This design comes from an exercise in tuning for small area, a short achievable clock period and few clock cycles on the open sky130 flow, not from production work. In this exercise RTL edits were held to simulation tests only and were not proved equivalent to the original. Power is estimated from default activity; no workload was simulated.

==> inputs of 03-17 <==
Design mips_multicycle_core, start of the top module:
module mips_multicycle_core #(
  parameter int                    ADDR_WIDTH = 32,
  parameter logic [ADDR_WIDTH-1:0] RESET_PC   = '0
) (
  input  logic                    clk,
  input  logic                    reset,
  output logic                    mem_req,
  output logic                    mem_we,
  output logic [ADDR_WIDTH-1:0]   mem_addr,
  output logic [31:0]             mem_wdata,
  input  logic                    mem_ready,
  input  logic [31:0]             mem_rdata,
  output logic [ADDR_WIDTH-1:0]   pc_o,
  output logic [31:0]             instr_o,
  output logic                    retire_o,
  output logic                    halted_o,
  output logic                    illegal_o,
  output logic                    misalign_o,
  input  logic [4:0]              dbg_reg_sel_i,
  output logic [31:0]             dbg_reg_data_o
);
==> flow/config.mk <==
export PLATFORM = sky130hd
export DESIGN_NAME = mips_multicycle_core
export DESIGN_NICKNAME = mips_multicycle_core
export VERILOG_FILES = /design/flow/design.v
export SDC_FILE = /design/flow/constraint.sdc
export NUM_CORES = 4
export LEC_CHECK = 0
export CAP_MARGIN = 20
export CELL_PAD_IN_SITES_DETAIL_PLACEMENT = 1
export CELL_PAD_IN_SITES_GLOBAL_PLACEMENT = 2
export CORE_MARGIN = 2
export CORE_UTILIZATION = 35
export PLACE_DENSITY = 0.65
export SETUP_SLACK_MARGIN = 0.5
export SLEW_MARGIN = 20
==> flow/constraint.sdc <==
create_clock -name core_clock -period 6.0 [get_ports {clk}]
set_input_delay 1.2000 -clock core_clock [delete_from_list [all_inputs] [get_ports {clk}]]
set_output_delay 1.2000 -clock core_clock [all_outputs]
set_load 0.01 [all_outputs]
standard.sh (not shown) runs the stock make flow with config.mk's settings and CLKGATE_MAP_FILE= SYNTH_SCRIPT=/design/flow/synth_recipe.tcl, a recipe that flattens the netlist after the stock synthesis.
==> flow/flow/run.sh <==
#!/bin/bash
# Standard layout, with the port buffers made as buf_4 instead of the default
# delay-cell buffer, and timing repair free to resize cells across footprints.
set -uo pipefail
bash standard.sh 'BUFFER_PORTS_ARGS=-buffer_cell sky130_fd_sc_hd__buf_4' MATCH_CELL_FOOTPRINT=0 finish > orfs_make.log 2>&1
status=$?
tail -20 orfs_make.log
exit $status
==> 03-15 (differences from 03-17) <==
--- a/flow/design.v
+++ b/flow/design.v
@@ -49,14 +49,19 @@
   logic [4:0]  d_wa_q;
   logic [31:0] rf_r [1:31];
   logic [31:1] vld_q;
   logic        rf_we;
   logic [31:0] rf_wdata;
+  logic [31:0][31:0] rf_p;            
+  logic [31:0]       vld_p;
+  assign rf_p[0]  = '0;
+  assign vld_p    = {vld_q, 1'b0};
+  for (genvar i = 1; i < 32; i++) begin : g_rp
+    assign rf_p[i] = rf_r[i];
+  end
   function automatic logic [31:0] rf_read(input logic [4:0] sel);
-    rf_read = '0;
-    for (int i = 1; i < 32; i++)
-      rf_read = rf_read | ({32{(sel == 5'(i)) && vld_q[i]}} & rf_r[i]);
+    rf_read = rf_p[sel] & {32{vld_p[sel]}};
   endfunction
   logic [31:0] sext, ea, addsub, r_res, pc4_w, brt_w;
   logic [31:2] pc4, br_tgt, j_tgt, next_pc;
   logic        taken, mis, fetch, load_ir;
   assign sext   = {{16{ir_q[15]}}, ir_q[15:0]};
==> flow/config.mk (replaced) <==
export PLATFORM = sky130hd
export DESIGN_NAME = mips_multicycle_core
export DESIGN_NICKNAME = mips_multicycle_core
export VERILOG_FILES = /design/flow/design.v
export SDC_FILE = /design/flow/constraint.sdc
export NUM_CORES = 4
export LEC_CHECK = 0
export CAP_MARGIN = 20
export CORE_MARGIN = 2
export CORE_UTILIZATION = 50
export PLACE_DENSITY = 0.62
export SETUP_SLACK_MARGIN = 1.0
export SLEW_MARGIN = 20
==> 06-25 (differences from 03-17) <==
--- a/flow/design.v
+++ b/flow/design.v
@@ -49,14 +49,19 @@
   logic [4:0]  d_wa_q;
   logic [31:0] rf_r [1:31];
   logic [31:1] vld_q;
   logic        rf_we;
   logic [31:0] rf_wdata;
+  logic [31:0][31:0] rf_p;            
+  logic [31:0]       vld_p;
+  assign rf_p[0]  = '0;
+  assign vld_p    = {vld_q, 1'b0};
+  for (genvar i = 1; i < 32; i++) begin : g_rp
+    assign rf_p[i] = rf_r[i];
+  end
   function automatic logic [31:0] rf_read(input logic [4:0] sel);
-    rf_read = '0;
-    for (int i = 1; i < 32; i++)
-      rf_read = rf_read | ({32{(sel == 5'(i)) && vld_q[i]}} & rf_r[i]);
+    rf_read = rf_p[sel] & {32{vld_p[sel]}};
   endfunction
   logic [31:0] sext, ea, addsub, r_res, pc4_w, brt_w;
   logic [31:2] pc4, br_tgt, j_tgt, next_pc;
   logic        taken, mis, fetch, load_ir;
   assign sext   = {{16{ir_q[15]}}, ir_q[15:0]};
==> flow/config.mk (replaced) <==
export PLATFORM = sky130hd
export DESIGN_NAME = mips_multicycle_core
export DESIGN_NICKNAME = mips_multicycle_core
export VERILOG_FILES = /design/flow/design.v
export SDC_FILE = /design/flow/constraint.sdc
export NUM_CORES = 4
export LEC_CHECK = 0
export CAP_MARGIN = 20
export CORE_MARGIN = 2
export CORE_UTILIZATION = 45
export PLACE_DENSITY = 0.6
export SETUP_SLACK_MARGIN = 0.5
export SLEW_MARGIN = 20
==> comparison table <==
                                                                                      03-17         03-15         06-25
Run status                                                 no timing/DRC/antenna violations  no timing/DRC/antenna violations  no timing/DRC/antenna violations
Post-DP HPWL                                                                      271000 um     160000 um     170000 um
Mean Syn Cell Area                                                                 11.9 um2      15.9 um2      15.9 um2
Clock-net power                                                                     9100 uW       8530 uW       8800 uW
Simple-gate share of the synthesized area                                             9.42%         4.45%         4.45%
Vias per cell                                                                          7.94          7.21          7.04
Number of rows created at floorplan                                                     156           138           146
Global placer's final weighted congestion                                              1.01         0.955         0.952
CTS resizes                                                                              51           162            13
Syn Std Cell Area                                                                 63300 um2     71700 um2     71700 um2
Worst slew slack as a fraction of its limit                                           7.95%         19.9%         26.2%
Switching fraction of total power                                                     27.7%         29.5%         29.2%
R2R setup slack                                                                     0.90 ns       1.37 ns       1.39 ns
Total number of tap cells                                                              2370          1890          2072
Proportion of synthesized chip area in sequential cells                               56.1%         49.5%         49.5%
Post-route insts no fill                                                               8139          6862          6944
Multi-input gates                                                                      3527          2838          2838
Number of antenna violations at the first check in global routing                        37             6            16
Number of distinct standard cells referenced by the synthesized netlist                  91           101           101
Number of buffers inserted during clock tree synthesis                                  144           139           138
Last element of the critical path                                        dbg_reg_data_o[17]  mem_addr[31]  mem_addr[31]
Final WL                                                                          436000 um     254000 um     257000 um
Testbench counts of 03-17, summed over its fixed seeds: cycles 42,506.
Testbench counts of 03-15, summed over its fixed seeds: cycles 42,506.
Testbench counts of 06-25, summed over its fixed seeds: cycles 42,506.

[separate check: timing with driven ports]
The flow's constraints put no driver on any port. The routed layouts listed below were extracted and timed again, unchanged, in two steps.
Step 1: set_driving_cell puts a clkbuf_16 on clk and a buf_2 on each other input, an assumption about the parent block.
Step 2 adds t to the input delays and takes it off the output delays; t is the mean of the earliest and latest rising clock arrival at the registers after step 1. Input paths then give back, and output paths get back, about the clock's delay inside the block.
a / b / c = ideal ports / drivers / drivers and shift; a / b = the first two.
| run | t (ns) | setup slack, ns | worst setup path after step 2 | clock arrival spread, ns | cell pins on the clock port's net |
|---|---|---|---|---|---|
| 03-17 | 0.927 | 0.519 / 0.466 / 0.489 | input to output | 0.056 / 0.056 | 1 |
| 03-15 | 0.877 | 0.657 / 0.576 / 0.796 | input to output | 0.038 / 0.038 | 1 |
| 06-25 | 0.879 | 0.607 / 0.504 / 0.504 | input to output | 0.048 / 0.049 | 1 |
After both steps setup and hold are still met in every run listed. For 06-25, which loses most, drivers alone change the setup slack by -0.103 ns; drivers and shift together by -0.103 ns.
